This design comes from an exercise in tuning for small area, a short achievable clock period and few clock cycles per item on the open sky130 flow, not from production work.
Function was checked by simulation only, so behaviour that the tests miss may differ from the original.

==> flow/design.v <==
package mjl_pkg;
    localparam int NUM_STATES_DEF = 4;
    localparam int QUEUE_DEPTH    = 4;
    localparam int NOISE_W        = 53;
    localparam int WORK_W         = 1 + 32 + 2 + 16 + 32 + NOISE_W;
    localparam logic MODE_START = 1'b0;
    localparam logic MODE_STEP  = 1'b1;
    localparam logic signed [34:0] TWO_PI_THIRD = 35'sd137258;
    localparam logic [2:0] REG_LEAVE_PROB = 3'd0;
    localparam logic [2:0] REG_CDF_S0     = 3'd1;
    localparam logic [2:0] REG_CDF_S1     = 3'd2;
    localparam logic [2:0] REG_CDF_S2     = 3'd3;
    localparam logic [2:0] REG_CDF_S3     = 3'd4;
    localparam logic [2:0] REG_REST_ANGLE = 3'd5;
    localparam logic [2:0] REG_HOLD_GAIN  = 3'd6;
    localparam logic [2:0] REG_NOISE_GAIN = 3'd7;
    localparam logic [16:0] HOLD_GAIN_RST = 17'd65536;
    typedef struct packed {
        logic               mode;
        logic signed [31:0] start_angle;
        logic [1:0]         start_state;
        logic [15:0]        uniform_event;
        logic [15:0]        uniform_choice;
        logic signed [15:0] gaussian_sample;
    } t_in;
    typedef struct packed {
        logic signed [31:0] angle_out;
        logic [1:0]         state_out;
        logic signed [31:0] target_angle_out;
        logic signed [15:0] rotations_out;
    } t_out;
    typedef struct packed {
        logic [63:0]      leave_prob;
        logic [3:0][47:0] choice_cdf;
        logic [63:0]      rest_angle;
        logic [16:0]      hold_gain;
        logic [31:0]      noise_gain;
    } t_cfg;
    typedef struct packed {
        logic               mode;
        logic signed [31:0] start_angle;
        logic [1:0]         state;
        logic signed [15:0] rotations;
        logic signed [15:0] gaussian;
    } t_cls;
    typedef struct packed {
        logic                      mode;
        logic signed [31:0]        start_angle;
        logic [1:0]                state;
        logic signed [15:0]        rotations;
        logic signed [31:0]        target;
        logic signed [NOISE_W-1:0] noise;
    } t_work;
    function automatic logic signed [31:0] sat32(input logic signed [39:0] v);
        logic signed [31:0] r;
        if (v > 40'sd2147483647) begin
            r = 32'sh7fffffff;
        end else if (v < -40'sd2147483648) begin
            r = 32'sh80000000;
        end else begin
            r = v[31:0];
        end
        sat32 = r;
    endfunction
endpackage
module mjl_queue (
    input  logic           i_clk,
    input  logic           i_rst_n,
    input  logic           i_push,
    input  mjl_pkg::t_work i_work,
    input  logic           i_pop,
    output mjl_pkg::t_work o_work,
    output logic           o_full,
    output logic           o_empty
);
    localparam int PW = $clog2(mjl_pkg::QUEUE_DEPTH);
    logic [mjl_pkg::WORK_W-1:0] r_mem [0:mjl_pkg::QUEUE_DEPTH-1];
    logic [PW-1:0]    r_wr, r_rd;
    logic [PW:0]      r_cnt;
    assign o_full  = (r_cnt == (PW+1)'(mjl_pkg::QUEUE_DEPTH));
    assign o_empty = (r_cnt == '0);
    assign o_work  = r_mem[r_rd];
    always_ff @(posedge i_clk) begin
        if (!i_rst_n) begin
            r_wr  <= '0;
            r_rd  <= '0;
            r_cnt <= '0;
        end else begin
            if (i_push) r_wr <= r_wr + 1'b1;
            if (i_pop)  r_rd <= r_rd + 1'b1;
            if (i_push && !i_pop) begin
                r_cnt <= r_cnt + 1'b1;
            end else if (i_pop && !i_push) begin
                r_cnt <= r_cnt - 1'b1;
            end
        end
    end
    always_ff @(posedge i_clk) begin
        if (i_push) begin
            r_mem[r_wr] <= i_work;
        end
    end
endmodule
module mjl_front #(
    parameter int NUM_STATES = mjl_pkg::NUM_STATES_DEF
) (
    input  logic           i_clk,
    input  logic           i_rst_n,
    input  logic           i_in_valid,
    output logic           o_in_ready,
    input  mjl_pkg::t_in   i_in_payload,
    input  mjl_pkg::t_cfg  i_cfg,
    input  logic           i_full,
    output logic           o_push,
    output mjl_pkg::t_work o_work
);
    localparam logic [1:0] LAST = 2'(NUM_STATES - 1);
    localparam logic [1:0] LAST_CHOICE = 2'(NUM_STATES - 2);
    logic               r_state, n_dummy;
    logic [1:0]         r_cur, n_cur;
    logic signed [15:0] r_rot, n_rot;
    mjl_pkg::t_cls               r_cls, n_cls;
    logic               r_cls_valid;
    logic               accept;
    logic [1:0]         idx;
    logic [1:0]         nxt;
    logic [47:0]        cdf;
    assign o_in_ready = !r_cls_valid || !i_full;
    assign accept     = i_in_valid && o_in_ready;
    assign o_push     = r_cls_valid && !i_full;
    assign n_dummy    = 1'b0;
    always_comb begin
        n_cur = r_cur;
        n_rot = r_rot;
        idx   = LAST_CHOICE;
        nxt   = r_cur;
        cdf   = i_cfg.choice_cdf[r_cur];
        if (i_in_payload.mode == mjl_pkg::MODE_START) begin
            n_cur = (i_in_payload.start_state > LAST) ? LAST : i_in_payload.start_state;
            n_rot = 16'sd0;
        end else if (i_in_payload.uniform_event < i_cfg.leave_prob[r_cur*16 +: 16]) begin
            for (int i = NUM_STATES - 2; i >= 0; i--) begin
                if (cdf[i*16 +: 16] > i_in_payload.uniform_choice) begin
                    idx = 2'(i);
                end
            end
            nxt   = (idx < r_cur) ? idx : idx + 2'd1;
            n_cur = nxt;
            if (r_cur == LAST && nxt == 2'd0) begin
                if (r_rot != 16'sh7fff) n_rot = r_rot + 16'sd1;
            end else if (r_cur == 2'd0 && nxt == LAST) begin
                if (r_rot != 16'sh8000) n_rot = r_rot - 16'sd1;
            end
        end
        n_cls.mode        = i_in_payload.mode;
        n_cls.start_angle = i_in_payload.start_angle;
        n_cls.state       = n_cur;
        n_cls.rotations   = n_rot;
        n_cls.gaussian    = i_in_payload.gaussian_sample;
    end
    always_ff @(posedge i_clk) begin
        if (!i_rst_n) begin
            r_cur       <= 2'd0;
            r_rot       <= 16'sd0;
            r_cls_valid <= 1'b0;
            r_state     <= 1'b0;
        end else begin
            r_state <= n_dummy;
            if (accept) begin
                r_cur       <= n_cur;
                r_rot       <= n_rot;
                r_cls_valid <= 1'b1;
            end else if (o_push) begin
                r_cls_valid <= 1'b0;
            end
        end
    end
    always_ff @(posedge i_clk) begin
        if (accept) begin
            r_cls <= n_cls;
        end
    end
    logic signed [34:0] turn;
    logic signed [39:0] target_sum;
    logic signed [48:0] nprod;
    always_comb begin
        turn       = 35'(r_cls.rotations) * mjl_pkg::TWO_PI_THIRD;
        target_sum = 40'($signed({1'b0, i_cfg.rest_angle[r_cls.state*16 +: 16], 3'b000}))
                   + 40'(turn);
        nprod      = $signed({1'b0, i_cfg.noise_gain}) * r_cls.gaussian;
        o_work.mode        = r_cls.mode;
        o_work.start_angle = r_cls.start_angle;
        o_work.state       = r_cls.state;
        o_work.rotations   = r_cls.rotations;
        o_work.target      = mjl_pkg::sat32(target_sum);
        o_work.noise       = {nprod, 4'b0000};
    end
endmodule
module mjl_back (
    input  logic           i_clk,
    input  logic           i_rst_n,
    input  mjl_pkg::t_work i_work,
    input  logic           i_empty,
    input  logic [16:0]    i_hold_gain,
    output logic           o_pop,
    output logic           o_out_valid,
    input  logic           i_out_ready,
    output mjl_pkg::t_out  o_out_payload
);
    logic signed [31:0] r_angle, n_angle;
    logic               r_valid;
    mjl_pkg::t_out               r_out;
    logic signed [32:0] dev;
    logic signed [50:0] prod;
    logic signed [53:0] sum;
    logic signed [39:0] relax;
    assign o_pop         = !i_empty && (!r_valid || i_out_ready);
    assign o_out_valid   = r_valid;
    assign o_out_payload = r_out;
    always_comb begin
        dev   = 33'(r_angle) - 33'(i_work.target);
        prod  = dev * $signed({1'b0, i_hold_gain});
        sum   = 54'(prod) + 54'(i_work.noise) + 54'sd32768;
        relax = 40'($signed(sum[53:16])) + 40'(i_work.target);
        if (i_work.mode == mjl_pkg::MODE_START) begin
            n_angle = i_work.start_angle;
        end else begin
            n_angle = mjl_pkg::sat32(relax);
        end
    end
    always_ff @(posedge i_clk) begin
        if (!i_rst_n) begin
            r_angle <= 32'sd0;
            r_valid <= 1'b0;
        end else begin
            if (o_pop) begin
                r_angle <= n_angle;
                r_valid <= 1'b1;
            end else if (i_out_ready) begin
                r_valid <= 1'b0;
            end
        end
    end
    always_ff @(posedge i_clk) begin
        if (o_pop) begin
            r_out.angle_out        <= n_angle;
            r_out.state_out        <= i_work.state;
            r_out.target_angle_out <= i_work.target;
            r_out.rotations_out    <= i_work.rotations;
        end
    end
endmodule
module markov_jump_langevin_angle_step_top #(
    parameter int NUM_STATES = mjl_pkg::NUM_STATES_DEF
) (
    input  logic        i_clk,
    input  logic        i_rst_n,
    input  logic        i_in_valid,
    output logic        o_in_ready,
    input  logic        i_mode,
    input  logic [31:0] i_start_angle,
    input  logic [1:0]  i_start_state,
    input  logic [15:0] i_uniform_event,
    input  logic [15:0] i_uniform_choice,
    input  logic [15:0] i_gaussian_sample,
    output logic        o_out_valid,
    input  logic        i_out_ready,
    output logic [31:0] o_angle,
    output logic [1:0]  o_state,
    output logic [31:0] o_target_angle,
    output logic [15:0] o_rotations,
    input  logic        i_cfg_we,
    input  logic [2:0]  i_cfg_idx,
    input  logic [63:0] i_cfg_data
);
    mjl_pkg::t_cfg  r_cfg;
    mjl_pkg::t_work front_work, head_work;
    logic  push, pop, full, empty;
    mjl_pkg::t_in   in_payload;
    mjl_pkg::t_out  out_payload;
    always_comb begin
        in_payload.mode            = i_mode;
        in_payload.start_angle     = i_start_angle;
        in_payload.start_state     = i_start_state;
        in_payload.uniform_event   = i_uniform_event;
        in_payload.uniform_choice  = i_uniform_choice;
        in_payload.gaussian_sample = i_gaussian_sample;
    end
    assign o_angle        = out_payload.angle_out;
    assign o_state        = out_payload.state_out;
    assign o_target_angle = out_payload.target_angle_out;
    assign o_rotations    = out_payload.rotations_out;
    always_ff @(posedge i_clk) begin
        if (!i_rst_n) begin
            r_cfg.leave_prob <= '0;
            r_cfg.choice_cdf <= '0;
            r_cfg.rest_angle <= '0;
            r_cfg.hold_gain  <= mjl_pkg::HOLD_GAIN_RST;
            r_cfg.noise_gain <= '0;
        end else if (i_cfg_we) begin
            case (i_cfg_idx)
                mjl_pkg::REG_LEAVE_PROB: r_cfg.leave_prob    <= i_cfg_data;
                mjl_pkg::REG_CDF_S0:     r_cfg.choice_cdf[0] <= i_cfg_data[47:0];
                mjl_pkg::REG_CDF_S1:     r_cfg.choice_cdf[1] <= i_cfg_data[47:0];
                mjl_pkg::REG_CDF_S2:     r_cfg.choice_cdf[2] <= i_cfg_data[47:0];
                mjl_pkg::REG_CDF_S3:     r_cfg.choice_cdf[3] <= i_cfg_data[47:0];
                mjl_pkg::REG_REST_ANGLE: r_cfg.rest_angle    <= i_cfg_data;
                mjl_pkg::REG_HOLD_GAIN:  r_cfg.hold_gain     <= i_cfg_data[16:0];
                mjl_pkg::REG_NOISE_GAIN: r_cfg.noise_gain    <= i_cfg_data[31:0];
                default: ;
            endcase
        end
    end
    mjl_front #(.NUM_STATES(NUM_STATES)) u_front (
        .i_clk   (i_clk),
        .i_rst_n (i_rst_n),
        .i_in_valid   (i_in_valid),
        .o_in_ready   (o_in_ready),
        .i_in_payload (in_payload),
        .i_cfg   (r_cfg),
        .i_full  (full),
        .o_push  (push),
        .o_work  (front_work)
    );
    mjl_queue u_queue (
        .i_clk   (i_clk),
        .i_rst_n (i_rst_n),
        .i_push  (push),
        .i_work  (front_work),
        .i_pop   (pop),
        .o_work  (head_work),
        .o_full  (full),
        .o_empty (empty)
    );
    mjl_back u_back (
        .i_clk       (i_clk),
        .i_rst_n     (i_rst_n),
        .i_work      (head_work),
        .i_empty     (empty),
        .i_hold_gain (r_cfg.hold_gain),
        .o_pop       (pop),
        .o_out_valid   (o_out_valid),
        .i_out_ready   (i_out_ready),
        .o_out_payload (out_payload)
    );
endmodule
==> flow/run.sh <==
#!/bin/bash
# synth_recipe.tcl (not shown) runs the flow's synth.tcl, then flattens the netlist and writes it again
# the make line also repeats each setting of config.mk as NAME=value (left out here)
make -C /OpenROAD-flow-scripts/flow DESIGN_CONFIG=/design/flow/config.mk WORK_HOME=/design/flow/orfs CLKGATE_MAP_FILE= SYNTH_SCRIPT=/design/flow/synth_recipe.tcl finish
==> flow/config.mk <==
export PLATFORM = sky130hd
export DESIGN_NAME = markov_jump_langevin_angle_step_top
export DESIGN_NICKNAME = markov_jump_langevin_angle_step_top
export VERILOG_FILES = /design/flow/design.v
export SDC_FILE = /design/flow/constraint.sdc
export NUM_CORES = 4
export LEC_CHECK = 0
export CAP_MARGIN = 20
export CORE_MARGIN = 2
export CORE_UTILIZATION = 40
export SLEW_MARGIN = 20
==> flow/constraint.sdc <==
create_clock -name core_clock -period 14.0 [get_ports {i_clk}]
set_input_delay 2.8000 -clock core_clock [delete_from_list [all_inputs] [get_ports {i_clk}]]
set_output_delay 2.8000 -clock core_clock [all_outputs]
set_load 0.01 [all_outputs]
==> impl_metrics.toml <==
[outcome]
run_status = "complete, no violations"

[clocking]
htree_num_levels = 3
cts_made_buffers = 110
clk_pin_slew_worst_paths_ps = 60
cts_max_path_buffers = 3
clock-sinks = 1043
clk_latency_ps = 790
root_buffer = "clkbuf_16"
tritoncts = "done"
cts.hold.buffers_added = 0

[timing]
min_period_ps = 13430
hold_viol_final = 0
tightestPinTransition_ps = 1080
worst_clock_skew_ps = 77.5
timing.slew.headroom_pct = 27.2
timing.final.setup_violations = 0
maxClockFrequency_mhz = 74.5
fin_crit_sh_pct = 95.9
timing_max_transition_violations_final = 0
final.hold.worst_slack_ps = 451
setup_ws_ps = 571

[placed_design]
routability_congestion_estimate_from_global_placement = 0.919
dp_hpwl_um = 187000
place.port_buffers = 238
place_ws_ps = -181
placedCellCount = 11278

[yosys]
netlist_instances = 8402
synth_largest_type_area_fraction_pct = 24.2
dominantRegCellSynth = "edfxtp_1"
ys_ff_latch = 1043
synthDistinctLibCells = 104
synth_adder_area_share_pct = 33.0
xor_and_xnor_area_share_after_synthesis_pct = 1.93
syn_area_um2 = 87800
synth_seq_area_share_pct = 31.5
synth.net_count = 10235
synthesis.area_per_instance_um2 = 10.5
area_fraction_in_and_or_nand_and_nor_cells_after_synthesis_pct = 13.3
synth_top_cell_by_area = "fa_1"
number_of_enable_type_register_cells_in_the_synthesized_netlist = 677
netlist_top_cells_area = "fa_1, edfxtp_1, ha_1, dfxtp_1, nand2_1"
synth_compound_area_share_pct = 7.78
yosys-mux-area-fraction_pct = 5.15
ys_warn_count = 4
synth_top_family_by_area = "adder cells"
ys_async_sr_fraction_pct = 0

[routing]
detail_route.wirelength_um = 248000
drt-initial-drc-count = 4335
num_vias = 61254
wl_per_cell_um = 21.6
antenna_violating_nets_post_route = 0
via_per_inst = 5.33
drc_violations_left = 0
drt_first_pass_iters = 6

[die]
area_of_the_placeable_core_um2 = 218000
floorplan.rows = 171
initial_core_util_pct = 40.4
area_of_the_die_um2 = 223000
die_h_um = 473
top_level_ports = 239
die_w_um = 473

[critical_path]
start_kind = "flop"
worst-path-max-fanout = 20
worst_path_max_delay_cell = "mux4_2"
cp-end-kind = "flop"
worst_path_most_repeated_cell = "fa_1"
cp_data_arrival_time_ps = 14120
crit_type = "reg2reg"
required_ps = 14690
max_stage_delay_ps = 620

[cells_and_area]
diodes = 0
layout_cells_sized_above_1_pct = 8.25
layout_commonest_cell = "nand2_1"
commonest_cells_after_routing_fill_and_taps_aside = "nand2_1, inv_1, fa_1"
n_fill_cell = 20179
final_net_count = 10379
non_filler_cells_final = 11489
layout-area-overhead-vs-synth_pct = 11.4

[global_routing]
grt_max_degree = 226
grt_overflow_total = 0
antenna_found_initial = 7
grt_pass1_vias = 64204
track_usage_pct = 22.4
wire_length_of_the_first_global_routing_pass_um = 384000

[job]
maxCapViolCount = 0

[worst_hold_path]
hp_class = "reg2reg"
==> cell families after synthesis <==
logic type | count (synthesis)
simple gates | 2491
buf+inv | 1708
fa+ha+maj | 1678
compound gates | 1082
flops | 1043
mux | 206
xor+xnor | 194
==> what timing repair did <==
action,in CTS,in global routing
gates cloned,0,1
pin swaps,0,5
resized for setup,7,48
endpoints found under the setup margin,58,64
buffers inserted,0,9
==> Yosys cell counts (86+ instances only) <==
master / n
xnor2_1: 112
mux4_2: 196
a21oi_1: 518
a21o_1: 86
clkbuf_1: 334
o21ai_0: 109
nor2_1: 225
dfxtp_1: 366
edfxtp_1: 677
ha_1: 618
nand2_1: 1332
fa_1: 1060
and2_1: 495
inv_1: 1300
==> state kept, by name, summed over array words and instances, names as in the netlist, named ones only <==
register / count
u_queue.r_mem: 528
u_front.r_cur: 2
u_queue.r_cnt: 3
u_back.r_valid: 1
r_cfg: 305
u_back.r_angle: 32
u_back.r_out: 82
u_queue.r_wr: 2
u_front.r_rot: 16
u_front.r_cls: 67
u_queue.r_rd: 2
u_front.r_cls_valid: 1
==> through the flow <==
stage | util, % | setup TNS [ps] | instance area (um2)
global placement | 43.1 | -10320 | 93800
finish | 45.0 | 0 | 97800
global route | 45.0 | -171 | 97800
CTS | 44.8 | 0 | 97500
floorplan | - | 0 | 87800
detailed placement | 43.1 | -6440 | 93800
==> path summary, 6_finish.rpt <==
| path | start | depth (start not counted) | to | slack, ps |
|---|---|---|---|---|
| worst max register to register | flop | 49 | u_back.r_angle[21] | 570 |
| worst min-delay path | r_cfg[92] | 2 | r_cfg[92] | 450 |
| worst max-delay path | flop | 49 | u_back.r_angle[21] | 570 |
| worst min register to register | r_cfg[92] | 2 | r_cfg[92] | 450 |
==> worst max-delay path, delay by kind of cell, from the launching register on <==
kind / cells / cell delay [ps]
buffers and inverters: 6 / 570
AO/OA/AOI/OAI: 22 / 4860
multiplexers: 1 / 620
AND/OR/NAND/NOR: 8 / 1980
flip-flops: 1 / 440
XOR/XNOR: 2 / 360
adder cells (fa/ha/maj): 10 / 4490
==> metal layers <==
metal  global-route usage, %  share of wire [%]  vias to the layer above
met3                    3.35                6.4                      345
met2                    36.6                 47                     1922
met5                       0              0.012                        -
li1                        -                  -                    27745
met4                    5.97                2.7                        4
met1                    31.0                 44                    31238
==> cell type report <==
class / count / area, um2 / share of cell area, %
Timing Repair Buffer: 437 / 3950 / 4.03
Sequential cell: 1043 / 27700 / 28.3
Tap cell: 2854 / 3570 / 3.65
Clock buffer: 137 / 2960 / 3.02
Multi-Input combinational cell: 5651 / 54000 / 55.2
Inverter: 1303 / 4900 / 5.01
Clock inverter: 64 / 752 / 0.769
Testbench counts, summed over its fixed seeds: cycles 16,024, items 16,000.

-- what the ideal ports hide --
The results above use ideal ports. As a check the final layout listed here was re-extracted and re-timed, cells and wires unchanged. Step 1 (the two cells are an assumption about what drives the block):
set clk [get_ports {i_clk}]
set_driving_cell -lib_cell sky130_fd_sc_hd__clkbuf_16 $clk
set_driving_cell -lib_cell sky130_fd_sc_hd__buf_2 [delete_from_list [all_inputs] $clk]
Step 2 also shifts input and output timing later by t, the mid clock arrival at the registers, as if the neighbouring blocks saw the same clock. Slacks: ideal / step 1 / step 2; pairs: ideal / step 1.
shift t [ns]: 0.833
setup WS [ns]: 0.571 / 0.571 / 0.571
hold WS [ns]: 0.451 / 0.451 / 0.451
worst register clock-pin slew, ns: 0.08 / 0.08
After both steps setup and hold are still met in this run. For this run, drivers alone change the setup slack by 0.000 ns; drivers and shift together by 0.000 ns.
